Context: an optimization exercise on an open-source flow, tuned for small area, a short achievable clock period and few clock cycles per item. The choices shown serve that exercise and are no tape-out recipe. Function was checked by simulation only, so behaviour that the tests miss may differ from the original. No activity file was given, so power comes from the tool's default toggle rates.

==> flow/design.v, too long to show whole: its modules and the start of the top module <==
// module mulCore: 1393 lines
// module multiplierTop: 117 lines
module multiplierTop (
	input logic clk,
	input logic reset,
	input logic inValid,
	output logic inReady,
	input logic [35:0] inOperands,
	output logic outValid,
	input logic outReady,
	output logic [35:0] outProduct
);
  // ...
==> flow/run.sh <==
#!/bin/bash
# synth_recipe.tcl (not shown) runs the flow's synth.tcl, then flattens the netlist and writes it again
# the make line also repeats each setting of config.mk as NAME=value (left out here)
make -C /OpenROAD-flow-scripts/flow DESIGN_CONFIG=/design/flow/config.mk WORK_HOME=/design/flow/orfs CLKGATE_MAP_FILE= SYNTH_SCRIPT=/design/flow/synth_recipe.tcl finish
==> flow/config.mk <==
export PLATFORM = sky130hd
export DESIGN_NAME = multiplierTop
export DESIGN_NICKNAME = multiplierTop
export VERILOG_FILES = /design/flow/design.v
export SDC_FILE = /design/flow/constraint.sdc
export NUM_CORES = 4
export LEC_CHECK = 0
export CAP_MARGIN = 20
export CORE_MARGIN = 2
export CORE_UTILIZATION = 40
export CTS_CLUSTER_DIAMETER = 70
export CTS_CLUSTER_SIZE = 30
export SETUP_SLACK_MARGIN = 2.8
export SLEW_MARGIN = 20
==> flow/constraint.sdc <==
create_clock -name core_clock -period 5.0 [get_ports {clk}]
set_input_delay 1.0000 -clock core_clock [delete_from_list [all_inputs] [get_ports {clk}]]
set_output_delay 1.0000 -clock core_clock [all_outputs]
set_load 0.01 [all_outputs]
==> summary.md, run 1 <==
| Metric | Value |
|---|---|
| Status | `complete, no violations` |
| CTS Buffer Depth | `3` |
| Flop pwr share | `42.0%` |
| Synth warn | `3` |
| Post-DP Area | `20300 sq um` |
| Crit path top cell by count | `fa_2` |
| Storage element area | `10300 sq um` |
| Clock insertion delay at the later pin of the skew report | `0.58 ns` |
| Main area contributors after synthesis | `edfxtp_1 50%, fa_1 12%, xnor2_1 6.6%` |
| Critical path type | `reg2reg` |
| Clk pwr | `2130 uW` |
| XOR/XNOR Fraction of Synth Area | `9.65%` |
| Met1 Resource Use GR | `22.8%` |
| CP max stage delay | `0.53 ns` |
| Area delta synth->final | `23.6%` |
| Count of plain and timing-repair buffers | `242` |
| Largest net degree at the start of global routing | `60` |
| Hold Crit Depth | `0` |
| Yosys reg bits | `359` |
| Commonest non-fill, non-tap cell in the layout | `edfxtp_1` |
| Post-synthesis sequential area ratio | `54.8%` |
| Worst Path Required | `5.30 ns` |
| Finished Cell Area | `23300 sq um` |
| Routed wl met3 | `2.28 mm` |
| CP Buf/Inv Count | `2` |
| Post-synthesis mux area share | `2.31%` |
| Vias/cell | `5.13` |
| Met3 Resource Use GR | `2.60%` |
| Fin crit share | `45.8%` |
Testbench counts, summed over its fixed seeds: cycles 32,048, items 32,000.
==> run 2: changes to the inputs <==
--- a/flow/config.mk
+++ b/flow/config.mk
@@ -12,3 +12,4 @@
 export CTS_CLUSTER_SIZE = 30
 export SETUP_SLACK_MARGIN = 2.8
 export SLEW_MARGIN = 20
+export TNS_END_PERCENT = 20
==> run 2 against run 1 <==
Power decreased by 2.2%. Worst setup slack got worse by 0.13 ns. Maximum frequency decreased by 5.3%. Wire length decreased by 2.4%. Sequential share of layout area increased by 1.0 points. Largest power group unchanged.
==> summary.md, run 2 <==
| Metric | Value |
|---|---|
| Critical path type | `reg2out` |
| Pins Over Slew Limit | `0` |
| Drt drc | `0` |
| Final Hold Viols | `0` |
| Max Cap Viol | `0` |
| Fin crit share | `48.4% (+2.6 points)` |
| CTS Buffer Depth | `3 (unchanged)` |
| Post-synthesis adder-cell area fraction | `16.3%` |
| Final setup TNS | `0 ns` |
| Compound-Gate Fraction of Synth Area | `9.71%` |
| Post-synth top cells | `315 x edfxtp_1, 153 x a22oi_1, 143 x xnor2_1, 114 x fa_1, 111 x inv_1` |
| Max Fclk | `414 MHz` |
| P_leak | `0.00876 uW` |
| Comb pwr share | `39.1%` |
| Finished Cell Area | `22800 sq um (-2.3%)` |
| CP Buf/Inv Count | `1 (-1)` |
| Largest Register | `backData` |
| Simple-gate area share of the yosys netlist | `2.89%` |
| CTS tree | `done` |
| IO buf count | `77` |
| Largest family of logic cells by synthesized area | `adder cells` |
| Ys async rst share | `0%` |
| Final hold slack | `0.417 ns` |
| Post-place setup slack | `2.28 ns` |
| DRT Wirelength | `38.9 mm` |
| Hpwl dp | `25.1 mm` |
| Critical-path top delay cell | `clkdlybuf4s50_1` |
| Starting Density | `40.5%` |
| Worst Skew | `0.0248 ns` |
| Clock transition at the registers of the reported paths | `0.09 ns` |
| Power per cell area | `558 nW/um^2` |
| Synth warn | `3 (unchanged)` |
| Crit start category | `flip-flop` |
| RSZ-0062 raised after global routing | `true` |
| Routability congestion estimate from global placement | `0.856` |
| Status | `complete, no violations` |
| Worst EP arrival | `1.42 ns` |
| Yosys reg bits | `359 (unchanged)` |
| ANT cells | `0` |
| Synthesized area | `18900 sq um` |
| Main area contributors after synthesis | `edfxtp_1 50%, fa_1 12%, xnor2_1 6.6%` |
| Number of nets still failing antenna checks after routing | `0` |
| Vias/cell | `5.12 (-0.20%)` |
| Crit path time final | `2.42 ns` |
| Worst-Margin Slew | `0.761 ns` |
| Top cell type's share of synthesized area | `50.1%` |
| Root Buffer | `clkbuf_16` |
| GRT overflow | `0` |
| CTS Buf Count | `24` |
| Violation count after the first detailed-routing iteration | `907` |
| Placed cells | `1957` |
| Crit. End Element | `primary output` |
| Worst Path Required | `4.00 ns (-1.30 ns)` |
| Share of cells above drive strength 1 | `19.4%` |
| Netlist cell types | `54` |
| Die Y | `221 um` |
| Core area | `46600 sq um` |
| # clock sinks | `359` |
| Worst Setup Slack, final | `2.58 ns` |
| First-pass GRT wire length | `62.2 mm` |
| Die area | `48900 sq um` |
| Storage element area | `10300 sq um (about the same)` |
| Post-synthesis mux area share | `2.31% (unchanged)` |
| Cells after Synth | `1363` |
| Clock insertion delay at the later pin of the skew report | `0.58 ns (about the same)` |
| Commonest non-fill, non-tap cell in the layout | `edfxtp_1` |
| Initial antenna violation count | `0` |
| Post-synthesis sequential area ratio | `54.8% (unchanged)` |
| Switching share of power | `34.1%` |
| Biggest regs | `backData (72), frontProd (36), skidData (36)` |
| Pint | `8380 uW` |
| Flop pwr share | `42.7% (+0.7 points)` |
| WL/cell | `18.3 um` |
| Crit Path Max Fanout | `1` |
| Io pins | `78` |
| Post-synth net total | `1579` |
| Clock group share of total power | `18.1%` |
| Psw | `4330 uW` |
| Post-synth EDFFs | `315` |
| Number of flip-flops in the largest register | `72` |
| Commonest non-fill, non-tap cells in the layout | `315 x edfxtp_1, 141 x xnor2_1, 125 x a22oi_1` |
| Post-synth top area cell | `edfxtp_1` |
| Largest delay share family, worst path | `buffers and inverters` |
| Hold crit path type | `reg2reg` |
| Fill cell count | `3935` |
| Vias | `10850` |
| Mean post-synth cell area | `13.8 sq um` |
| Post-DP Area | `20100 sq um (-0.77%)` |
| Final Setup Violations | `0` |
| Number of global-route vias before repair | `11082` |
| CP max stage delay | `0.52 ns (about the same)` |
| Row cnt | `79` |
| Worst rel slew slack | `49.3%` |
| Prevailing post-synth register cell | `edfxtp_1` |
| Largest net degree at the start of global routing | `60 (unchanged)` |
| Most frequent cell after synthesis | `edfxtp_1` |
| Worst-path cell chain | `clkdlybuf4s50_1` |
| CTS Hold Bufs | `0` |
| GRT Overall Usage | `15.9%` |
| Nets@finish | `1712` |
| Die width | `221 um` |
| XOR/XNOR Fraction of Synth Area | `9.65% (unchanged)` |
| Area of the multi-input gates | `8100 sq um` |
| Drt first pass iters | `5` |
| Worst vdd ir | `0.282 mV` |
| Area delta synth->final | `20.8%` |
| Finished Layout Cells | `2121` |
| Reg2Reg Setup Slack | `2.59 ns` |
| H-tree depth | `1` |
-- run 2: cell types whose count changed in the layout (fill, tap and decap cells not counted), moves of 7 or more --
cell / change
a22oi_1: +39
a22oi_2: -39
buf_2: -37
dlygate4sd2_1: +32
buf_4: -27
fa_1: +16
fa_2: -16
ha_4: -7
inv_1: +7
o21ai_0: +7
-- run 2: through the flow --
step                      util, %  power, uW
after CTS                    48.6      12600
after global routing         48.9      13700
final                        48.9      12700
after floorplan                 -       8640
after detailed placement     43.2      10100
after global placement       43.1       9970
-- run 2: cell families (layout without fill, tap and decap cells) --
| group | Yosys count | count (layout) |
|---|---|---|
| compound gates | 260 | 260 |
| xor+xnor | 208 | 208 |
| fa+ha+maj | 178 | 178 |
| buf+inv | 213 | 364 |
| flops | 359 | 359 |
| mux | 39 | 39 |
| simple gates | 106 | 106 |
-- run 2: power by group through the flow --
stage | combinational, uW | clock (uW) | sequential, uW
2_1_floorplan | 3230 | 0 | 5410
5_1_grt | 5680 | 2490 | 5560
6_report | 4970 | 2300 | 5430
3_5_place_dp | 4430 | 0 | 5640
3_3_place_gp | 4340 | 0 | 5630
4_1_cts | 4800 | 2380 | 5440
-- run 2: worst paths after layout --
check	startpoint	to	depth (start not counted)
hold / removal	backData[1][15]	backData[2][15]	0
setup / recovery	backData[2][14]	outProduct[14]	1
hold reg to reg	backData[1][15]	backData[2][15]	0
setup reg to reg	mulCore_inst.r2_658	frontProd[34]	6
-- run 2: layout make-up --
class	count	area share (%)
Sequential cell	359	45.4
Inverter	112	1.89
Clock inverter	18	1.39
Tap cell	607	3.33
Timing Repair Buffer	208	9.69
Clock buffer	26	2.76
Multi-Input combinational cell	791	35.6
-- run 2: per-layer routing --
layer  GRT usage (%)  up-vias  share of wire [%]
met5               0        -                  0
met3            2.22       68                6.8
li1                -     5101                  -
met4            5.13        0                2.4
met1            22.4     5313                 45
met2            25.4      368                 46
-- run 2: what timing repair did --
action	CTS	global route
buffers inserted	115	4
pin swaps	45	9
gates cloned	1	0
gates resized for setup	97	23
setup endpoints to repair	228	260
==> run 3: changes to the inputs <==
--- a/flow/config.mk
+++ b/flow/config.mk
@@ -12,4 +12,4 @@
 export CTS_CLUSTER_SIZE = 30
 export SETUP_SLACK_MARGIN = 2.8
 export SLEW_MARGIN = 20
-export TNS_END_PERCENT = 20
+export TNS_END_PERCENT = 50
==> run 3 against run 2 <==
Worst setup slack better by 0.099 ns. Cell count grew 1.9%. Cell area increased by 3.7%. Area after synthesis unchanged. Clock-buffer cell count down 2. Sequential power grew 0.7%. Clock power decreased by 7%. Worst hold slack gained 0.0010 ns. Sequential share of layout area down 1.6 points. Maximum frequency rose by 4.3%. Register-to-register slack improved by 0.09 ns.
==> summary.md, run 3 <==
| Metric | Value |
|---|---|
| DRT Wirelength | `40.2 mm (+3.4%)` |
| Fin crit share | `46.4% (-2.0 points)` |
| Cells after Synth | `1363 (unchanged)` |
| Drt first pass iters | `5 (unchanged)` |
| Routability congestion estimate from global placement | `0.866 (+1.3%)` |
| RR Endpoint | `mulCore_inst.r1_420` |
| Post-synthesis adder-cell area fraction | `16.3% (unchanged)` |
| Number of global-route vias before repair | `11345 (+2.4%)` |
| Worst EP arrival | `2.64 ns (+1.22 ns)` |
| Post-synth net total | `1579 (unchanged)` |
| Initial antenna violation count | `0 (unchanged)` |
| Clock transition at the registers of the reported paths | `0.10 ns (about the same)` |
| Final setup TNS | `0 ns (unchanged)` |
| CP Buf/Inv Count | `3 (+2)` |
| Crit Path Max Fanout | `11 (+10)` |
| Ys async rst share | `0% (unchanged)` |
| Die Y | `221 um (unchanged)` |
| Status | `complete, no violations` |
| H-tree depth | `1 (unchanged)` |
| Commonest non-fill, non-tap cells in the layout | `315 x edfxtp_1, 131 x xnor2_1, 120 x buf_4` |
| Worst rel slew slack | `55.3% (+6.0 points)` |
| Io pins | `78 (unchanged)` |
| Main area contributors after synthesis | `edfxtp_1 50%, fa_1 12%, xnor2_1 6.6%` |
| Reg2Reg Depth | `7 (+1)` |
| Largest net degree at the start of global routing | `60 (unchanged)` |
| Reg2Reg Setup Slack | `2.68 ns (+0.09 ns)` |
| Post-synth top area cell | `edfxtp_1` |
| Row cnt | `79 (unchanged)` |
| Compound-Gate Fraction of Synth Area | `9.71% (unchanged)` |
| Worst Skew | `0.0253 ns (+0.000575 ns)` |
| CTS tree | `done` |
| RR Startpoint | `mulCore_inst.r0_22` |
| Most frequent cell after synthesis | `edfxtp_1` |
| Netlist cell types | `54 (unchanged)` |
| Area delta synth->final | `25.2%` |
| Crit. End Element | `flip-flop` |
| Synthesized area | `18900 sq um (unchanged)` |
| Vias/cell | `5.11 (about the same)` |
| Post-synth top cells | `315 x edfxtp_1, 153 x a22oi_1, 143 x xnor2_1, 114 x fa_1, 111 x inv_1` |
| Core area | `46600 sq um (unchanged)` |
| Post-synthesis mux area share | `2.31% (unchanged)` |
| Vias | `11051 (+1.9%)` |
| Final hold slack | `0.418 ns (+0.00101 ns)` |
| Prevailing post-synth register cell | `edfxtp_1` |
| Crit path time final | `2.32 ns (-0.0988 ns)` |
| Clock insertion delay at the later pin of the skew report | `0.57 ns (about the same)` |
| First-pass GRT wire length | `64.7 mm (+4.0%)` |
| Synth warn | `3 (unchanged)` |
| Worst vdd ir | `0.257 mV (-8.8%)` |
| Largest delay share family, worst path | `adder cells` |
| Share of cells above drive strength 1 | `27.3% (+7.8 points)` |
| GRT Overall Usage | `16.5% (+0.60 points)` |
| Final Hold Viols | `0 (unchanged)` |
| Hold Crit Depth | `0 (unchanged)` |
| Drt drc | `0 (unchanged)` |
| Pins Over Slew Limit | `0 (unchanged)` |
| Top cell type's share of synthesized area | `50.1% (unchanged)` |
| Hold Crit Start | `backData[1][20]` |
| Worst-Margin Slew | `0.670 ns (-0.0906 ns)` |
| Root Buffer | `clkbuf_16` |
| Critical path type | `reg2reg` |
| IO buf count | `77 (unchanged)` |
| Die area | `48900 sq um (unchanged)` |
| Storage element area | `10300 sq um (unchanged)` |
| Simple-gate area share of the yosys netlist | `2.89% (unchanged)` |
| GRT overflow | `0 (unchanged)` |
| Fill cell count | `3891 (-1.1%)` |
| Worst Path Required | `5.33 ns (+1.33 ns)` |
| CTS Buf Count | `23 (-4.2%)` |
| P_leak | `0.00922 uW (+5.2%)` |
| XOR/XNOR Fraction of Synth Area | `9.65% (unchanged)` |
| Max Cap Viol | `0 (unchanged)` |
| Final Setup Violations | `0 (unchanged)` |
| WL/cell | `18.6 um (+1.4%)` |
| Starting Density | `40.5% (unchanged)` |
| RSZ-0062 raised after global routing | `true` |
| Hold crit path type | `reg2reg` |
| Area of the multi-input gates | `8610 sq um (+6.2%)` |
| Violation count after the first detailed-routing iteration | `852 (-6.1%)` |
| Worst-path cell chain | `buf_12 -> buf_4 -> a22oi_2 -> xor2_1 -> fa_1 -> inv_1 -> fa_1` |
| Hold Path Sink | `backData[2][20]` |
| Commonest non-fill, non-tap cell in the layout | `edfxtp_1` |
| CTS Buffer Depth | `3 (unchanged)` |
| CP max stage delay | `0.54 ns (+0.02 ns)` |
| Biggest regs | `backData (72), frontProd (36), skidData (36)` |
| Largest family of logic cells by synthesized area | `adder cells` |
| Post-synth EDFFs | `315 (unchanged)` |
| Crit path top cell by count | `fa_1` |
| Nets@finish | `1754 (+2.5%)` |
| Number of flip-flops in the largest register | `72 (unchanged)` |
| Post-synthesis sequential area ratio | `54.8% (unchanged)` |
| ANT cells | `0 (unchanged)` |
| Critical-path top delay cell | `fa_1` |
| Hpwl dp | `25.4 mm (+1.1%)` |
| Number of nets still failing antenna checks after routing | `0 (unchanged)` |
| Yosys reg bits | `359 (unchanged)` |
| Max Fclk | `431 MHz (+4.3%)` |
| Mean post-synth cell area | `13.8 sq um (unchanged)` |
| Power per cell area | `556 nW/um^2 (-0.29%)` |
| Die width | `221 um (unchanged)` |
| Crit start category | `flip-flop` |
| Largest Register | `backData` |
| # clock sinks | `359 (unchanged)` |
-- run 3: what timing repair did --
item	CTS	global route
setup endpoints to repair	263	250
hold buffers	0	0
cloned	3	0
pin swaps	90	46
setup buffers	149	13
resized for setup	173	78
-- run 3: how the worst max path moves through the flow --
stage | slack, ns | from | cells after the start | endpoint
after floorplan | 2.33 | skidValid | 4 | mulCore_inst.r1_405
after global placement | 2.28 | mulCore_inst.r0_58 | 5 | mulCore_inst.r1_454
after detailed placement | 2.22 | mulCore_inst.r0_58 | 5 | mulCore_inst.r1_454
after CTS | 2.53 | backData[2][32] | 1 | outProduct[32]
after global routing | 2.59 | mulCore_inst.r0_22 | 7 | mulCore_inst.r1_420
final | 2.68 | mulCore_inst.r0_22 | 7 | mulCore_inst.r1_420
-- run 3: cell families (layout without fill, tap and decap cells) --
family / Yosys count / count (layout)
buffers and inverters: 213 / 405
adder cells (fa/ha/maj): 178 / 178
AND/OR/NAND/NOR: 106 / 106
XOR/XNOR: 208 / 208
multiplexers: 39 / 39
AO/OA/AOI/OAI: 260 / 260
flip-flops: 359 / 359
-- run 3: power breakdown --
group          switching, uW  internal [uW]
Clock                   1180            958
Combinational           2860           2660
Sequential               459           5010
-- run 3: through the flow --
stage                     setup slack, ns  instances  util [%]  total power [uW]  area (sq um)
after global placement               2.28       1955      43.3              9980         20200
after global routing                 2.59       2162      50.7             14200         23600
after floorplan                      2.33       1363         -              8680         19200
final                                2.68       2162      50.7             13100         23600
after detailed placement             2.22       1955      43.3             10100         20200
after CTS                            2.53       2149      49.8             12900         23200
-- run 3: metal layers --
metal	part of all wire, %	global-route usage, %	wire (um)	vias to the layer above
met2	46	26.9	18700	363
met5	0	0	0	-
met4	3.0	4.76	1220	0
li1	-	-	-	5177
met1	45	23.0	17900	5418
met3	5.9	2.28	2380	93
-- run 3: area by class of cell --
cell class | instances | area share [%]
multi-input cells | 791 | 36.4
repair buffers | 250 | 11.1
flip-flops and latches | 359 | 43.8
inverters | 112 | 1.82
clock inverters | 18 | 1.15
well taps | 607 | 3.21
repair inverters | 1 | 0.0212
clock buffers | 24 | 2.45
-- run 3: worst reg2reg max path: stages (launching register included) --
cell and delay [ns]:
edfxtp_1 0.42, buf_12 0.18, buf_4 0.16, a22oi_2 0.18
xor2_1 0.12, fa_1 0.54, inv_1 0.05, fa_1 0.43
==> run 4: changes to the inputs <==
--- a/flow/config.mk
+++ b/flow/config.mk
@@ -10,6 +10,5 @@
 export CORE_UTILIZATION = 40
 export CTS_CLUSTER_DIAMETER = 70
 export CTS_CLUSTER_SIZE = 30
-export SETUP_SLACK_MARGIN = 2.8
+export SETUP_SLACK_MARGIN = 2.6
 export SLEW_MARGIN = 20
-export TNS_END_PERCENT = 50
==> run 4 against run 3 <==
Clock-buffer cell count did not move. Synthesized cell count did not move. First-iteration DRC count rose by 6.1%. Clock skew fell by 0.0029 ns. Worst setup slack got worse by 0.086 ns. Critical endpoint is now frontProd[35]. Highest routed layer unchanged.
==> summary.md, run 4 <==
| Metric | Value |
|---|---|
| Status | `complete, no violations` |
| Violation count after the first detailed-routing iteration | `904 (+6.1%)` |
| Compound-Gate Fraction of Synth Area | `9.71% (unchanged)` |
| Most frequent cell after synthesis | `edfxtp_1` |
| CP Buf/Inv Count | `0 (-3)` |
| Crit start category | `flip-flop` |
| Post-synthesis sequential area ratio | `54.8% (unchanged)` |
| Top cell type's share of synthesized area | `50.1% (unchanged)` |
| Drt drc | `0 (unchanged)` |
| Simple-gate area share of the yosys netlist | `2.89% (unchanged)` |
| Crit Path Max Fanout | `5 (-6)` |
| Worst-path cell chain | `ha_1 -> a211oi_1 -> o21ai_1 -> a211oi_2 -> a21oi_2 -> a221o_1 -> a21oi_1` |
| CTS Buf Count | `23 (unchanged)` |
| Drt first pass iters | `5 (unchanged)` |
| DRT Wirelength | `38.3 mm (-4.8%)` |
| Max Fclk | `416 MHz (-3.6%)` |
| Synth warn | `3 (unchanged)` |
| Core area | `46600 sq um (unchanged)` |
| Routability congestion estimate from global placement | `0.854 (-1.5%)` |
| Post-synthesis adder-cell area fraction | `16.3% (unchanged)` |
| Critical-path top delay cell | `edfxtp_1` |
| GRT Overall Usage | `15.6% (-0.88 points)` |
| CP max stage delay | `0.38 ns (-0.16 ns)` |
| Worst-Margin Slew | `0.883 ns (+0.212 ns)` |
| Post-synth net total | `1579 (unchanged)` |
| Nets@finish | `1716 (-2.2%)` |
| Biggest regs | `backData (72), frontProd (36), skidData (36)` |
| # clock sinks | `359 (unchanged)` |
| Io pins | `78 (unchanged)` |
| Fill cell count | `4022 (+3.4%)` |
| Final setup TNS | `0 ns (unchanged)` |
| CTS Buffer Depth | `3 (unchanged)` |
| Die Y | `221 um (unchanged)` |
| IO buf count | `77 (unchanged)` |
| Prevailing post-synth register cell | `edfxtp_1` |
| Power per cell area | `561 nW/um^2 (+0.96%)` |
| Final Setup Violations | `0 (unchanged)` |
| Clock transition at the registers of the reported paths | `0.10 ns (about the same)` |
| Starting Density | `40.5% (unchanged)` |
| Cells after Synth | `1363 (unchanged)` |
| CTS tree | `done` |
| Share of cells above drive strength 1 | `17.1% (-10 points)` |
| RSZ-0062 raised after global routing | `true` |
| Mean post-synth cell area | `13.8 sq um (unchanged)` |
| Finished Layout Cells | `2123 (-1.8%)` |
| Root Buffer | `clkbuf_16` |
| Largest family of logic cells by synthesized area | `adder cells` |
| Met1 Resource Use GR | `21.4% (-1.6 points)` |
| Die area | `48900 sq um (unchanged)` |
| Ys async rst share | `0% (unchanged)` |
| Largest Register | `backData` |
| Final core occ | `48.4% (-2.3 points)` |
| Fin crit share | `48.1% (+1.7 points)` |
| Synthesized area | `18900 sq um (unchanged)` |
| Post-synth top cells | `315 x edfxtp_1, 153 x a22oi_1, 143 x xnor2_1, 114 x fa_1, 111 x inv_1` |
| Worst vdd ir | `0.248 mV (-3.7%)` |
| Hpwl dp | `25.0 mm (-1.5%)` |
| Row cnt | `79 (unchanged)` |
| Largest net degree at the start of global routing | `60 (unchanged)` |
| M2 GR Usage | `25.0% (-2.0 points)` |
| Number of flip-flops in the largest register | `72 (unchanged)` |
| Critical path type | `reg2reg` |
| Max Cap Viol | `0 (unchanged)` |
| Placed cells | `1956 (+0.051%)` |
| Yosys reg bits | `359 (unchanged)` |
| Main area contributors after synthesis | `edfxtp_1 50%, fa_1 12%, xnor2_1 6.6%` |
| Post-synthesis mux area share | `2.31% (unchanged)` |
| ANT cells | `0 (unchanged)` |
| Vias | `10821 (-2.1%)` |
| Hold crit path type | `reg2reg` |
| Largest delay share family, worst path | `compound AO/OA/AOI/OAI gates` |
| P_leak | `0.00872 uW (-5.4%)` |
| Initial antenna violation count | `0 (unchanged)` |
| Final Hold Viols | `0 (unchanged)` |
| Crit path time final | `2.41 ns (+0.0859 ns)` |
| Worst EP arrival | `2.79 ns (+0.15 ns)` |
| Met3 Resource Use GR | `2.35% (+0.066 points)` |
| Area delta synth->final | `19.5%` |
| WL/cell | `18.0 um (-3.1%)` |
| Post-synth EDFFs | `315 (unchanged)` |
| Pins Over Slew Limit | `0 (unchanged)` |
| Number of nets still failing antenna checks after routing | `0 (unchanged)` |
| Busiest layer in global routing | `met2` |
| Worst rel slew slack | `41.0% (-14 points)` |
| Commonest non-fill, non-tap cells in the layout | `315 x edfxtp_1, 152 x a22oi_1, 142 x xnor2_1` |
| Post-synth top area cell | `edfxtp_1` |
| Crit. End Element | `flip-flop` |
| Worst Path Required | `5.39 ns (+0.06 ns)` |
| First-pass GRT wire length | `61.6 mm (-4.9%)` |
| H-tree depth | `1 (unchanged)` |
| Commonest non-fill, non-tap cell in the layout | `edfxtp_1` |
| Vias/cell | `5.10 (-0.28%)` |
| GRT overflow | `0 (unchanged)` |
| Die width | `221 um (unchanged)` |
| XOR/XNOR Fraction of Synth Area | `9.65% (unchanged)` |
| Netlist cell types | `54 (unchanged)` |
| Clock insertion delay at the later pin of the skew report | `0.56 ns (about the same)` |
| Worst Skew | `0.0224 ns (-0.00289 ns)` |
| Number of global-route vias before repair | `11268 (-0.68%)` |
run 4: cell count changes in the layout (fill, tap and decap cells not counted), sizes merged:
cell and delta:
clkinvlp +1, inv +3, clkbuf -1, clkinv -4, buf -51, dlymetal6s2s -25
dlygate4sd2 +38
run 4: path summary, 6_finish.rpt:
| check | start | to | slack [ns] | cells after the start |
|---|---|---|---|---|
| setup reg to reg | mulCore_inst.r2_647 | frontProd[35] | 2.59 | 7 |
| setup / recovery | mulCore_inst.r2_647 | frontProd[35] | 2.59 | 7 |
| hold / removal | backData[1][10] | backData[2][10] | 0.41 | 0 |
| hold reg to reg | backData[1][10] | backData[2][10] | 0.41 | 0 |
run 4: cells by family after synthesis:
logic type                 count (synthesis)
DFF                                      359
AOI/OAI and AO/OA                        260
buffers and inverters                    213
xor gates and xnor gates                 208
adders and majority gates                178
and+or+nand+nor                          106
muxes                                     39
run 4: repair_timing:
item	in CTS	in global routing
cloned	2	0
endpoints found under the hold margin	0	0
setup buffers	118	6
setup endpoints to repair	253	145
pin swaps	2	14
gates resized for setup	63	28
hold buffers	0	0
run 4: cell type report:
type	instances	area, sq um	share of cell area (%)
repair inverters	2	15.0	0.0666
multi-input cells	791	7990	35.4
clock buffers	24	579	2.57
flip-flops and latches	359	10300	45.9
inverters	112	433	1.92
clock inverters	17	275	1.22
repair buffers	211	2150	9.55
well taps	607	759	3.37
run 4: routing by layer:
| metal | vias to the layer above | wire length (um) |
|---|---|---|
| met4 | 0 | 1190 |
| met5 | - | 0 |
| met3 | 95 | 2310 |
| li1 | 5103 | - |
| met1 | 5278 | 17000 |
| met2 | 345 | 17800 |
run 4: per-stage QoR:
step	power [uW]	area [sq um]	setup WS (ns)	hold slack, ns
finish	12700	22500	2.59	0.410
global route	13700	22500	2.51	0.431
CTS	12500	22400	2.48	0.416
detailed placement	10200	20100	2.07	0.405
global placement	10000	20100	2.12	0.403
floorplan	8640	18900	2.33	0.400
run 4: power by group:
| group | internal, uW | switching, uW | leakage (uW) |
|---|---|---|---|
| Combinational | 2360 | 2710 | 0.00459 |
| Clock | 971 | 1180 | 0.000415 |
| Sequential | 5010 | 421 | 0.00372 |
==> run 5: changes to the inputs <==
--- a/flow/config.mk
+++ b/flow/config.mk
@@ -10,5 +10,5 @@
 export CORE_UTILIZATION = 40
 export CTS_CLUSTER_DIAMETER = 70
 export CTS_CLUSTER_SIZE = 30
-export SETUP_SLACK_MARGIN = 2.6
+export SETUP_SLACK_MARGIN = 2.75
 export SLEW_MARGIN = 20
==> run 5 against run 4 <==
Area after synthesis unchanged. Cell count is 0.99% higher. Sequential share of layout area shrank 1.4 points. Utilization rose by 1.5 points. Register-to-register slack better by 0.13 ns. Die area stayed put. Clock power rose by 6%. Cell area rose by 3.1%. Global-route usage is 0.66 points higher. Worst hold slack gained 0.0034 ns.
==> summary.md, run 5 <==
| Metric | Value |
|---|---|
| Post-synth top cells | `315 x edfxtp_1, 153 x a22oi_1, 143 x xnor2_1, 114 x fa_1, 111 x inv_1` |
| ANT cells | `0 (unchanged)` |
| Worst-Margin Slew | `0.675 ns (-0.208 ns)` |
| Flop pwr share | `41.5% (-1.4 points)` |
| Finished Cell Area | `23200 sq um (+3.1%)` |
| Yosys reg bits | `359 (unchanged)` |
| Mean post-synth cell area | `13.8 sq um (unchanged)` |
| Critical-path top delay cell | `fa_1` |
| Synthesized area | `18900 sq um (unchanged)` |
| Crit Path Max Fanout | `19 (+14)` |
| Fill cell count | `3997 (-0.62%)` |
| P_leak | `0.00891 uW (+2.2%)` |
| Drt first pass iters | `5 (unchanged)` |
| Placed cells | `1955 (-0.051%)` |
| H-tree depth | `1 (unchanged)` |
| Tot Pwr | `13200 uW (+4.0%)` |
| Clock transition at the registers of the reported paths | `0.10 ns (about the same)` |
| CTS Buf Count | `25 (+8.7%)` |
| Comb pwr share | `41.3% (+1.2 points)` |
| Largest Register | `backData` |
| Synth warn | `3 (unchanged)` |
| Area of the multi-input gates | `8410 sq um (+5.2%)` |
| Post-DP Area | `20100 sq um (about the same)` |
| Hpwl dp | `25.1 mm (+0.42%)` |
| Share of cells above drive strength 1 | `24.5% (+7.4 points)` |
| Commonest non-fill, non-tap cells in the layout | `315 x edfxtp_1, 137 x xnor2_1, 106 x inv_1` |
| Violation count after the first detailed-routing iteration | `834 (-7.7%)` |
| Post-synth net total | `1579 (unchanged)` |
| Prevailing post-synth register cell | `edfxtp_1` |
| Hold crit path type | `reg2reg` |
| Starting Density | `40.5% (unchanged)` |
| Crit path time final | `2.27 ns (-0.134 ns)` |
| Hold Crit Depth | `0 (unchanged)` |
| Hold Crit Start | `mulCore_inst.r1_506` |
| Drt drc | `0 (unchanged)` |
| CP max stage delay | `0.56 ns (+0.18 ns)` |
| Reg2Reg Depth | `6 (-1)` |
| Vias | `11033 (+2.0%)` |
| Critical path type | `reg2reg` |
| Biggest regs | `backData (72), frontProd (36), skidData (36)` |
| Psw | `4490 uW (+4.1%)` |
| Worst vdd ir | `0.338 mV (+36%)` |
| Top cell type's share of synthesized area | `50.1% (unchanged)` |
| Die Y | `221 um (unchanged)` |
| Crit start category | `flip-flop` |
| # clock sinks | `359 (unchanged)` |
| Largest delay share family, worst path | `adder cells` |
| RR Startpoint | `mulCore_inst.r0_42` |
| Reg2Reg Setup Slack | `2.73 ns (+0.13 ns)` |
| Clock insertion delay at the later pin of the skew report | `0.57 ns (about the same)` |
| Io pins | `78 (unchanged)` |
| Pins Over Slew Limit | `0 (unchanged)` |
| RR Endpoint | `mulCore_inst.r1_450` |
| Post-synthesis sequential area ratio | `54.8% (unchanged)` |
| Netlist cell types | `54 (unchanged)` |
| Vias/cell | `5.15 (+0.96%)` |
| Status | `complete, no violations` |
| IO buf count | `77 (unchanged)` |
| Worst Skew | `0.0244 ns (+0.00195 ns)` |
| Initial antenna violation count | `0 (unchanged)` |
| DRT Wirelength | `40.1 mm (+4.8%)` |
| Storage element area | `10300 sq um (unchanged)` |
| Crit. End Element | `flip-flop` |
| CTS Hold Bufs | `0 (unchanged)` |
| Commonest non-fill, non-tap cell in the layout | `edfxtp_1` |
| Number of global-route vias before repair | `11336 (+0.60%)` |
| Die area | `48900 sq um (unchanged)` |
| RSZ-0062 raised after global routing | `true` |
| Final setup TNS | `0 ns (unchanged)` |
| Number of flip-flops in the largest register | `72 (unchanged)` |
| Most frequent cell after synthesis | `edfxtp_1` |
| First-pass GRT wire length | `63.7 mm (+3.4%)` |
| Final Hold Viols | `0 (unchanged)` |
| Hold Path Sink | `mulCore_inst.r2_682` |
| Die width | `221 um (unchanged)` |
| Row cnt | `79 (unchanged)` |
| Post-synth EDFFs | `315 (unchanged)` |
| Switching share of power | `34.1% (about the same)` |
| Worst rel slew slack | `55.0% (+14 points)` |
| Clock group share of total power | `17.2% (+0.2 points)` |
| Root Buffer | `clkbuf_16` |
| GRT Overall Usage | `16.3% (+0.66 points)` |
| Final Setup Violations | `0 (unchanged)` |
| Worst Path Required | `5.30 ns (-0.09 ns)` |
| Main area contributors after synthesis | `edfxtp_1 50%, fa_1 12%, xnor2_1 6.6%` |
| Core area | `46600 sq um (unchanged)` |
| Max Fclk | `440 MHz (+5.9%)` |
| Routability congestion estimate from global placement | `0.820 (-4.0%)` |
| Area delta synth->final | `23.2%` |
| WL/cell | `18.7 um (+3.8%)` |
| GRT overflow | `0 (unchanged)` |
| Pint | `8670 uW (+3.9%)` |
| Cells after Synth | `1363 (unchanged)` |
| Final hold slack | `0.413 ns (+0.00339 ns)` |
| Nets@finish | `1734 (+1.0%)` |
| Fin crit share | `45.4% (-2.7 points)` |
| Number of nets still failing antenna checks after routing | `0 (unchanged)` |
| Finished Layout Cells | `2144 (+0.99%)` |
| CP Buf/Inv Count | `2 (+2)` |
| Power per cell area | `566 nW/um^2 (+0.85%)` |
| Post-synth top area cell | `edfxtp_1` |
| Max Cap Viol | `0 (unchanged)` |
| CTS Buffer Depth | `3 (unchanged)` |
| Worst EP arrival | `2.57 ns (-0.22 ns)` |
| Ys async rst share | `0% (unchanged)` |
| Crit path top cell by count | `fa_1` |
| Largest net degree at the start of global routing | `60 (unchanged)` |
| CTS tree | `done` |
| Worst-path cell chain | `buf_12 -> a22oi_2 -> xnor2_1 -> fa_1 -> inv_1 -> fa_1` |
[run 5: cell counts after synthesis]
Identical to the previous run, type by type.
[run 5: metal layers]
metal / wire (um) / track usage (%) / share of wire (%)
met3: 2350 / 3.07 / 5.9
met5: 0 / 0 / 0
met1: 18100 / 22.8 / 45
met4: 1270 / 5.98 / 3.2
met2: 18400 / 25.3 / 46
[run 5: layout make-up]
class	count	share of cell area, %
sequential	359	44.5
multi-input combinational	791	36.2
timing repair buffer	229	10.3
tap	607	3.27
clock buffer	27	2.72
inverter	112	1.85
clock inverter	19	1.16
[run 5: kinds of logic (layout without fill, tap and decap cells)]
| kind of cell | after synthesis | in the layout | share of synthesized area [%] |
|---|---|---|---|
| flops | 359 | 359 | 54.8 |
| compound gates | 260 | 260 | 9.71 |
| buf+inv | 213 | 387 | 4.33 |
| xor+xnor | 208 | 208 | 9.65 |
| fa+ha+maj | 178 | 178 | 16.3 |
| simple gates | 106 | 106 | 2.89 |
| mux | 39 | 39 | 2.31 |
[run 5: timing repair]
action | in CTS | in global routing
setup buffers | 121 | 21
gates resized for setup | 126 | 114
endpoints found under the setup margin | 249 | 223
gates cloned | 0 | 1
pin swaps | 24 | 53
[run 5: worst max-delay path by stage]
stage / depth (start not counted) / end / slack [ns] / from
CTS: 8 / frontProd[35] / 2.70 / mulCore_inst.r2_662
floorplan: 4 / mulCore_inst.r1_405 / 2.33 / skidValid
global placement: 5 / inReady / 2.15 / outReady
detailed placement: 5 / inReady / 2.17 / outReady
finish: 6 / mulCore_inst.r1_450 / 2.73 / mulCore_inst.r0_42
global route: 7 / mulCore_inst.r1_472 / 2.65 / mulCore_inst.r0_28
[run 5: power by group through the flow]
stage	Sequential (uW)	Combinational [uW]	Clock, uW
detailed placement	5630	4550	0
CTS	5480	5150	2340
global placement	5610	4420	0
floorplan	5410	3270	0
global route	5590	6140	2440
finish	5460	5430	2270
[run 5: through the flow]
step / utilization (%) / setup WS [ns]
after floorplan: - / 2.33
after global placement: 43.2 / 2.15
after detailed placement: 43.2 / 2.17
after CTS: 48.8 / 2.70
after global routing: 49.9 / 2.65
final: 49.9 / 2.73
==> run 6: changes to the inputs <==
--- a/flow/config.mk
+++ b/flow/config.mk
@@ -10,5 +10,5 @@
 export CORE_UTILIZATION = 40
 export CTS_CLUSTER_DIAMETER = 70
 export CTS_CLUSTER_SIZE = 30
-export SETUP_SLACK_MARGIN = 2.75
+export SETUP_SLACK_MARGIN = 2.7
 export SLEW_MARGIN = 20
==> run 6 against run 5 <==
Cell count is 0.70% lower. Wire length is 1.7% lower. Clock-buffer cell count stayed put. Clock skew is 0.0057 ns higher. Register-to-register slack hardly changed. Critical path type unchanged. Largest cell class unchanged.
==> summary.md, run 6 <==
| Metric | Value |
|---|---|
| Yosys reg bits | `359 (unchanged)` |
| Crit. End Element | `flip-flop` |
| Worst Skew | `0.0301 ns (+0.00568 ns)` |
| Number of nets still failing antenna checks after routing | `0 (unchanged)` |
| Vias/cell | `5.13 (-0.23%)` |
| Post-synthesis sequential area ratio | `54.8% (unchanged)` |
| IO buf count | `77 (unchanged)` |
| CTS Hold Bufs | `0 (unchanged)` |
| P_leak | `0.00885 uW (-0.71%)` |
| Clock insertion delay at the later pin of the skew report | `0.59 ns (+0.02 ns)` |
| Final hold slack | `0.427 ns (+0.0134 ns)` |
| Number of flip-flops in the largest register | `72 (unchanged)` |
| Die Y | `221 um (unchanged)` |
| Nets@finish | `1717 (-0.98%)` |
| First-pass GRT wire length | `62.8 mm (-1.5%)` |
| Worst rel slew slack | `54.4% (-0.66 points)` |
| Hold Crit Depth | `0 (unchanged)` |
| RSZ-0062 raised after global routing | `true` |
| Most frequent cell after synthesis | `edfxtp_1` |
| Synthesized area | `18900 sq um (unchanged)` |
| Final Hold Viols | `0 (unchanged)` |
| Top cell type's share of synthesized area | `50.1% (unchanged)` |
| Synth warn | `3 (unchanged)` |
| RR Endpoint | `mulCore_inst.r1_484` |
| Starting Density | `40.5% (unchanged)` |
| CTS Buffer Depth | `3 (unchanged)` |
| CTS Buf Count | `27 (+8.0%)` |
| Vias | `10931 (-0.92%)` |
| # clock sinks | `359 (unchanged)` |
| Post-synth top cells | `315 x edfxtp_1, 153 x a22oi_1, 143 x xnor2_1, 114 x fa_1, 111 x inv_1` |
| Area delta synth->final | `22.2%` |
| CP max stage delay | `0.53 ns (-0.03 ns)` |
| Reg2Reg Setup Slack | `2.74 ns (about the same)` |
| Post-synth EDFFs | `315 (unchanged)` |
| Drt drc | `0 (unchanged)` |
| DRT Wirelength | `39.4 mm (-1.7%)` |
| Commonest non-fill, non-tap cell in the layout | `edfxtp_1` |
| H-tree depth | `1 (unchanged)` |
| Routability congestion estimate from global placement | `0.862 (+5.1%)` |
| GRT overflow | `0 (unchanged)` |
| Crit path time final | `2.26 ns (-0.0125 ns)` |
| Max Cap Viol | `0 (unchanged)` |
| Hpwl dp | `25.2 mm (+0.48%)` |
| Number of global-route vias before repair | `11240 (-0.85%)` |
| Cells after Synth | `1363 (unchanged)` |
| WL/cell | `18.5 um (-0.99%)` |
| Initial antenna violation count | `0 (unchanged)` |
| Main area contributors after synthesis | `edfxtp_1 50%, fa_1 12%, xnor2_1 6.6%` |
| Ys async rst share | `0% (unchanged)` |
| Share of cells above drive strength 1 | `21.1% (-3.4 points)` |
| Core area | `46600 sq um (unchanged)` |
| Die width | `221 um (unchanged)` |
| Drt first pass iters | `5 (unchanged)` |
| Commonest non-fill, non-tap cells in the layout | `315 x edfxtp_1, 138 x xnor2_1, 120 x a22oi_1` |
| Critical-path top delay cell | `fa_1` |
| GRT Overall Usage | `16.0% (-0.27 points)` |
| Largest Register | `backData` |
| Worst-Margin Slew | `0.685 ns (+0.00984 ns)` |
| Fin crit share | `45.2% (-0.25 points)` |
| Netlist cell types | `54 (unchanged)` |
| Max Fclk | `443 MHz (+0.55%)` |
| Tot Pwr | `13200 uW (+0.16%)` |
| Biggest regs | `backData (72), frontProd (36), skidData (36)` |
| Post-synth net total | `1579 (unchanged)` |
| Crit start category | `flip-flop` |
| Hold Crit Start | `mulCore_inst.r1_507` |
| Root Buffer | `clkbuf_16` |
| Mean post-synth cell area | `13.8 sq um (unchanged)` |
| Fill cell count | `3937 (-1.5%)` |
| Worst EP arrival | `2.58 ns (about the same)` |
| Final setup TNS | `0 ns (unchanged)` |
| Hold crit path type | `reg2reg` |
| Row cnt | `79 (unchanged)` |
| ANT cells | `0 (unchanged)` |
| Pins Over Slew Limit | `0 (unchanged)` |
| Prevailing post-synth register cell | `edfxtp_1` |
| Power per cell area | `571 nW/um^2 (+0.92%)` |
| Worst vdd ir | `0.249 mV (-26%)` |
| Reg2Reg Depth | `6 (unchanged)` |
| Worst Path Required | `5.32 ns (+0.02 ns)` |
| Status | `complete, no violations` |
| Hold Path Sink | `mulCore_inst.r2_684` |
| Post-synth top area cell | `edfxtp_1` |
| Largest net degree at the start of global routing | `60 (unchanged)` |
| CTS tree | `done` |
| Io pins | `78 (unchanged)` |
| RR Startpoint | `mulCore_inst.r0_33` |
| Clock transition at the registers of the reported paths | `0.10 ns (about the same)` |
| Worst-path cell chain | `buf_12 -> buf_4 -> a22oi_2 -> xnor2_2 -> fa_1 -> fa_1` |
| Final Setup Violations | `0 (unchanged)` |
| Die area | `48900 sq um (unchanged)` |
| Crit path top cell by count | `fa_1` |
| Violation count after the first detailed-routing iteration | `847 (+1.6%)` |
| Crit Path Max Fanout | `13 (-6)` |
| Critical path type | `reg2reg` |
run 6: worst max-delay path by stage:
stage / from / endpoint / slack (ns) / cells after the start
5_1_grt: mulCore_inst.r2_647 / frontProd[27] / 2.60 / 7
3_3_place_gp: outReady / inReady / 2.16 / 5
3_5_place_dp: outReady / inReady / 2.23 / 5
4_1_cts: mulCore_inst.r2_662 / frontProd[35] / 2.68 / 8
6_report: mulCore_inst.r0_33 / mulCore_inst.r1_484 / 2.74 / 6
2_1_floorplan: skidValid / mulCore_inst.r1_405 / 2.33 / 4
run 6: routing by layer:
| metal | vias to the layer above | GRT usage (%) | share of wire (%) |
|---|---|---|---|
| met5 | - | 0 | 0 |
| met3 | 68 | 2.27 | 6.0 |
| met1 | 5426 | 22.5 | 45 |
| li1 | 5112 | - | - |
| met2 | 325 | 25.5 | 47 |
| met4 | 0 | 5.41 | 2.2 |
run 6: final cells by class:
cell class	count	area, sq um	share of cell area, %
clock buffers	27	676	2.93
flip-flops and latches	359	10300	44.8
clock inverters	23	425	1.84
repair inverters	1	7.51	0.0325
repair buffers	209	2180	9.43
multi-input cells	791	8250	35.8
inverters	112	430	1.87
well taps	607	759	3.29
run 6: cell families after synthesis:
kind of cell	count (synthesis)	synth area share, %
AO/OA/AOI/OAI	260	9.71
XOR/XNOR	208	9.65
adder cells (fa/ha/maj)	178	16.3
buffers and inverters	213	4.33
flip-flops	359	54.8
multiplexers	39	2.31
AND/OR/NAND/NOR	106	2.89
run 6: through the flow:
stage                     std cells  setup slack, ns  area [sq um]  utilization [%]
final                          2129             2.74         23100             49.5
after global routing           2129             2.60         23100             49.5
after CTS                      2120             2.68         22600             48.6
after detailed placement       1957             2.23         20100             43.2
after global placement         1957             2.16         20100             43.2
after floorplan                1363             2.33         18900                -
run 6: power by group:
part / switching [uW] / leakage [uW] / internal [uW]
Clock: 1360 / 0.000523 / 1170
Sequential: 446 / 0.00372 / 5010
Combinational: 2750 / 0.00461 / 2450
run 6: repair_timing:
| action | 4_1_cts | 5_1_grt |
|---|---|---|
| buffers inserted | 112 | 9 |
| pin swaps | 14 | 39 |
| cloned | 1 | 0 |
| setup endpoints to repair | 241 | 206 |
| resized for setup | 81 | 90 |
run 6: critical path, delay by kind of cell, from the launching register on:
kind            cells  cell delay [ns]
compound gates      1             0.20
buf+inv             2             0.31
xor+xnor            1             0.11
fa+ha+maj           2             0.95
flops               1             0.43
==> run 7: changes to the inputs <==
--- a/flow/config.mk
+++ b/flow/config.mk
@@ -8,7 +8,7 @@
 export CAP_MARGIN = 20
 export CORE_MARGIN = 2
 export CORE_UTILIZATION = 40
-export CTS_CLUSTER_DIAMETER = 70
-export CTS_CLUSTER_SIZE = 30
+export CTS_CLUSTER_DIAMETER = 75
+export CTS_CLUSTER_SIZE = 35
 export SETUP_SLACK_MARGIN = 2.7
 export SLEW_MARGIN = 20
==> run 7 against run 6 <==
Register-to-register slack about the same. Global-route usage down 0.076 points. Non-clock buffer count stayed put. Cell area down 1.4%. Sequential share of layout area rose by 0.65 points. Synthesized cell count unchanged. Critical path depth grew 2. Area after synthesis is the same. Critical endpoint is now frontProd[35]. Largest cell class unchanged. Largest power group unchanged. Highest routed layer is now met5.
==> summary.md, run 7 <==
| Metric | Value |
|---|---|
| Number of nets still failing antenna checks after routing | `0 (unchanged)` |
| Routability congestion estimate from global placement | `0.862 (unchanged)` |
| CTS tree | `done` |
| Crit start category | `flip-flop` |
| Worst Skew | `0.0272 ns (-0.00286 ns)` |
| Final setup TNS | `0 ns (unchanged)` |
| Worst EP arrival | `2.66 ns (+0.08 ns)` |
| Core area | `46600 sq um (unchanged)` |
| Power per cell area | `562 nW/um^2 (-1.7%)` |
| CP max stage delay | `0.43 ns (-0.10 ns)` |
| WL/cell | `18.4 um (-0.45%)` |
| Post-synth EDFFs | `315 (unchanged)` |
| GRT Overall Usage | `15.9% (-0.076 points)` |
| Placed cells | `1957 (unchanged)` |
| Biggest regs | `backData (72), frontProd (36), skidData (36)` |
| Final Setup Violations | `0 (unchanged)` |
| Worst vdd ir | `0.251 mV (+0.79%)` |
| Status | `complete, no violations` |
| Clock insertion delay at the later pin of the skew report | `0.56 ns (-0.03 ns)` |
| Final core occ | `48.8% (-0.71 points)` |
| ANT cells | `0 (unchanged)` |
| RSZ-0062 raised after global routing | `true` |
| Starting Density | `40.5% (unchanged)` |
| Row cnt | `79 (unchanged)` |
| Main area contributors after synthesis | `edfxtp_1 50%, fa_1 12%, xnor2_1 6.6%` |
| Max Cap Viol | `0 (unchanged)` |
| Crit. End Element | `flip-flop` |
| Die area | `48900 sq um (unchanged)` |
| DRT Wirelength | `39.0 mm (-1.1%)` |
| CP Buf/Inv Count | `1 (-1)` |
| Mean post-synth cell area | `13.8 sq um (unchanged)` |
| Tot Pwr | `12800 uW (-3.1%)` |
| Vias | `10794 (-1.3%)` |
| Final Hold Viols | `0 (unchanged)` |
| CTS Buffer Depth | `3 (unchanged)` |
| Fin crit share | `45.4% (+0.18 points)` |
| Nets@finish | `1711 (-0.35%)` |
| IO buf count | `77 (unchanged)` |
| Synth warn | `3 (unchanged)` |
| CTS Buf Count | `21 (-22%)` |
| Crit path time final | `2.27 ns (+0.00918 ns)` |
| Post-synthesis sequential area ratio | `54.8% (unchanged)` |
| Worst rel slew slack | `55.1% (+0.70 points)` |
| Die width | `221 um (unchanged)` |
| Commonest non-fill, non-tap cells in the layout | `315 x edfxtp_1, 140 x xnor2_1, 132 x a22oi_1` |
| Initial antenna violation count | `2 (+2)` |
| Hpwl dp | `25.2 mm (unchanged)` |
| P_leak | `0.00872 uW (-1.5%)` |
| RR Startpoint | `mulCore_inst.r2_660` |
| Share of cells above drive strength 1 | `19.5% (-1.6 points)` |
| Crit Path Max Fanout | `5 (-8)` |
| Yosys reg bits | `359 (unchanged)` |
| Drt drc | `0 (unchanged)` |
| Worst-path cell chain | `ha_4 -> buf_4 -> a21o_2 -> a31o_2 -> a21oi_4 -> a21oi_2 -> a221o_1 -> a21oi_1` |
| Final hold slack | `0.428 ns (+0.000968 ns)` |
| Reg2Reg Depth | `8 (+2)` |
| Post-synth top cells | `315 x edfxtp_1, 153 x a22oi_1, 143 x xnor2_1, 114 x fa_1, 111 x inv_1` |
| Cells after Synth | `1363 (unchanged)` |
| Largest delay share family, worst path | `compound AO/OA/AOI/OAI gates` |
| Post-synth net total | `1579 (unchanged)` |
| Number of global-route vias before repair | `11084 (-1.4%)` |
| Io pins | `78 (unchanged)` |
| Reg2Reg Setup Slack | `2.73 ns (about the same)` |
| Die Y | `221 um (unchanged)` |
| Hold crit path type | `reg2reg` |
| Critical-path top delay cell | `edfxtp_1` |
| Root Buffer | `clkbuf_16` |
| Violation count after the first detailed-routing iteration | `818 (-3.4%)` |
| Vias/cell | `5.10 (-0.65%)` |
| Finished Layout Cells | `2116 (-0.61%)` |
| Top cell type's share of synthesized area | `50.1% (unchanged)` |
| First-pass GRT wire length | `62.2 mm (-0.87%)` |
| RR Endpoint | `frontProd[35]` |
| Synthesized area | `18900 sq um (unchanged)` |
| Critical path type | `reg2reg` |
| CTS Hold Bufs | `0 (unchanged)` |
| Largest Register | `backData` |
| Number of flip-flops in the largest register | `72 (unchanged)` |
| Post-synth top area cell | `edfxtp_1` |
| Clock transition at the registers of the reported paths | `0.10 ns (about the same)` |
| Commonest non-fill, non-tap cell in the layout | `edfxtp_1` |
| Most frequent cell after synthesis | `edfxtp_1` |
| Netlist cell types | `54 (unchanged)` |
| Ys async rst share | `0% (unchanged)` |
| End of the critical path | `frontProd[35]` |
| Prevailing post-synth register cell | `edfxtp_1` |
| Pins Over Slew Limit | `0 (unchanged)` |
| Drt first pass iters | `5 (unchanged)` |
| # clock sinks | `359 (unchanged)` |
| Largest net degree at the start of global routing | `60 (unchanged)` |
| Worst-Margin Slew | `0.674 ns (-0.0105 ns)` |
| GRT overflow | `0 (unchanged)` |
| Max Fclk | `441 MHz (-0.40%)` |
| Worst Setup SP | `mulCore_inst.r2_660` |
| Worst Path Required | `5.39 ns (+0.07 ns)` |
| H-tree depth | `1 (unchanged)` |
| Area delta synth->final | `20.5%` |
| Crit path depth | `8 (+2)` |
## run 7: area by class of cell
type / instances / area (sq um)
clock inverter: 15 / 263
timing repair buffer: 209 / 2190
inverter: 112 / 430
tap: 607 / 759
multi-input combinational: 791 / 8200
sequential: 359 / 10300
timing repair inverter: 1 / 5.00
fill: 3979 / 23800
clock buffer: 22 / 539
## run 7: stage by stage
step                worst slack [ns]  cell area, sq um
floorplan                       2.33             18900
global placement                2.16             20100
detailed placement              2.23             20100
CTS                             2.70             22300
global route                    2.62             22700
finish                          2.73             22700
## run 7: power breakdown
| group | internal (uW) | leakage [uW] | switching (uW) | total, uW |
|---|---|---|---|---|
| logic | 2500 | 0.00462 | 2760 | 5260 |
| registers | 5010 | 0.00372 | 452 | 5460 |
| clock network | 895 | 0.000379 | 1150 | 2050 |
| total | 8400 | 0.00872 | 4370 | 12800 |
## run 7: worst register-to-register path, stage by stage, from the launching register on
cell and delay (ns):
edfxtp_1 0.43, ha_4 0.28, buf_4 0.16, a21o_2 0.21, a31o_2 0.28, a21oi_4 0.18, a21oi_2 0.12, a221o_1 0.32
a21oi_1 0.14
## run 7: cells by family after synthesis
| family | Yosys count | share of synthesized area, % |
|---|---|---|
| simple gates | 106 | 2.89 |
| mux | 39 | 2.31 |
| fa+ha+maj | 178 | 16.3 |
| buf+inv | 213 | 4.33 |
| xor+xnor | 208 | 9.65 |
| flops | 359 | 54.8 |
| compound gates | 260 | 9.71 |
## run 7: how the worst min path moves through the flow
stage | slack, ns | to | startpoint | depth (start not counted)
5_1_grt | 0.44 | backData[2][33] | backData[1][33] | 0
2_1_floorplan | 0.40 | backData[2][0] | backData[1][0] | 0
3_5_place_dp | 0.40 | backData[2][13] | backData[1][13] | 0
3_3_place_gp | 0.40 | backData[2][28] | backData[1][28] | 0
4_1_cts | 0.43 | mulCore_inst.r2_680 | mulCore_inst.r1_504 | 0
6_report | 0.43 | backData[2][30] | backData[1][30] | 0
## run 7: repair_timing
action                                  CTS  global route
pin swaps                                17            29
setup buffers                           108            13
endpoints found under the setup margin  241           172
gates cloned                              1             0
gates resized for setup                  82            63
## run 7: layer usage
layer  wire length (um)  vias to the layer above  part of all wire [%]  global-route usage [%]
met1              17300                     5304                    44                    22.2
met3               2620                       72                   6.7                    2.67
met2              18100                      321                    46                    25.3
li1                   -                     5095                     -                       -
met4                966                        2                   2.5                    5.48
met5                 13                        -                 0.033                       0

==> afterwards: timing with drivers on the ports <==
The flow's constraints put no driver on any port. The routed layouts listed below were extracted and timed again, unchanged, in two steps.
Step 1 assumes that a clkbuf_16 drives the clock port and a buf_2 every other input.
Step 2 times the ports against the registers' clock, not the clock port: input delays grow and output delays shrink by t, the midpoint of the rising clock arrivals with the driver on.
a / b / c = ideal ports / drivers / drivers and shift; a / b = the first two.
| run | t (ns) | slack for setup (ns) | cell pins on the clock port's net |
|---|---|---|---|
| run 1 | 0.612 | 2.710 / 2.710 / 2.375 | 1 |
| run 2 | 0.619 | 2.582 / 2.528 / 2.588 | 1 |
| run 3 | 0.605 | 2.681 / 2.681 / 2.590 | 1 |
| run 4 | 0.597 | 2.595 / 2.595 / 2.193 | 1 |
| run 5 | 0.613 | 2.729 / 2.729 / 2.483 | 1 |
| run 6 | 0.618 | 2.742 / 2.719 / 2.510 | 1 |
| run 7 | 0.599 | 2.732 / 2.717 / 2.512 | 1 |
After both steps every run listed still meets setup and hold. The setup slack of run 4, which loses most, moves by 0.000 ns with the drivers and by -0.402 ns with both steps.
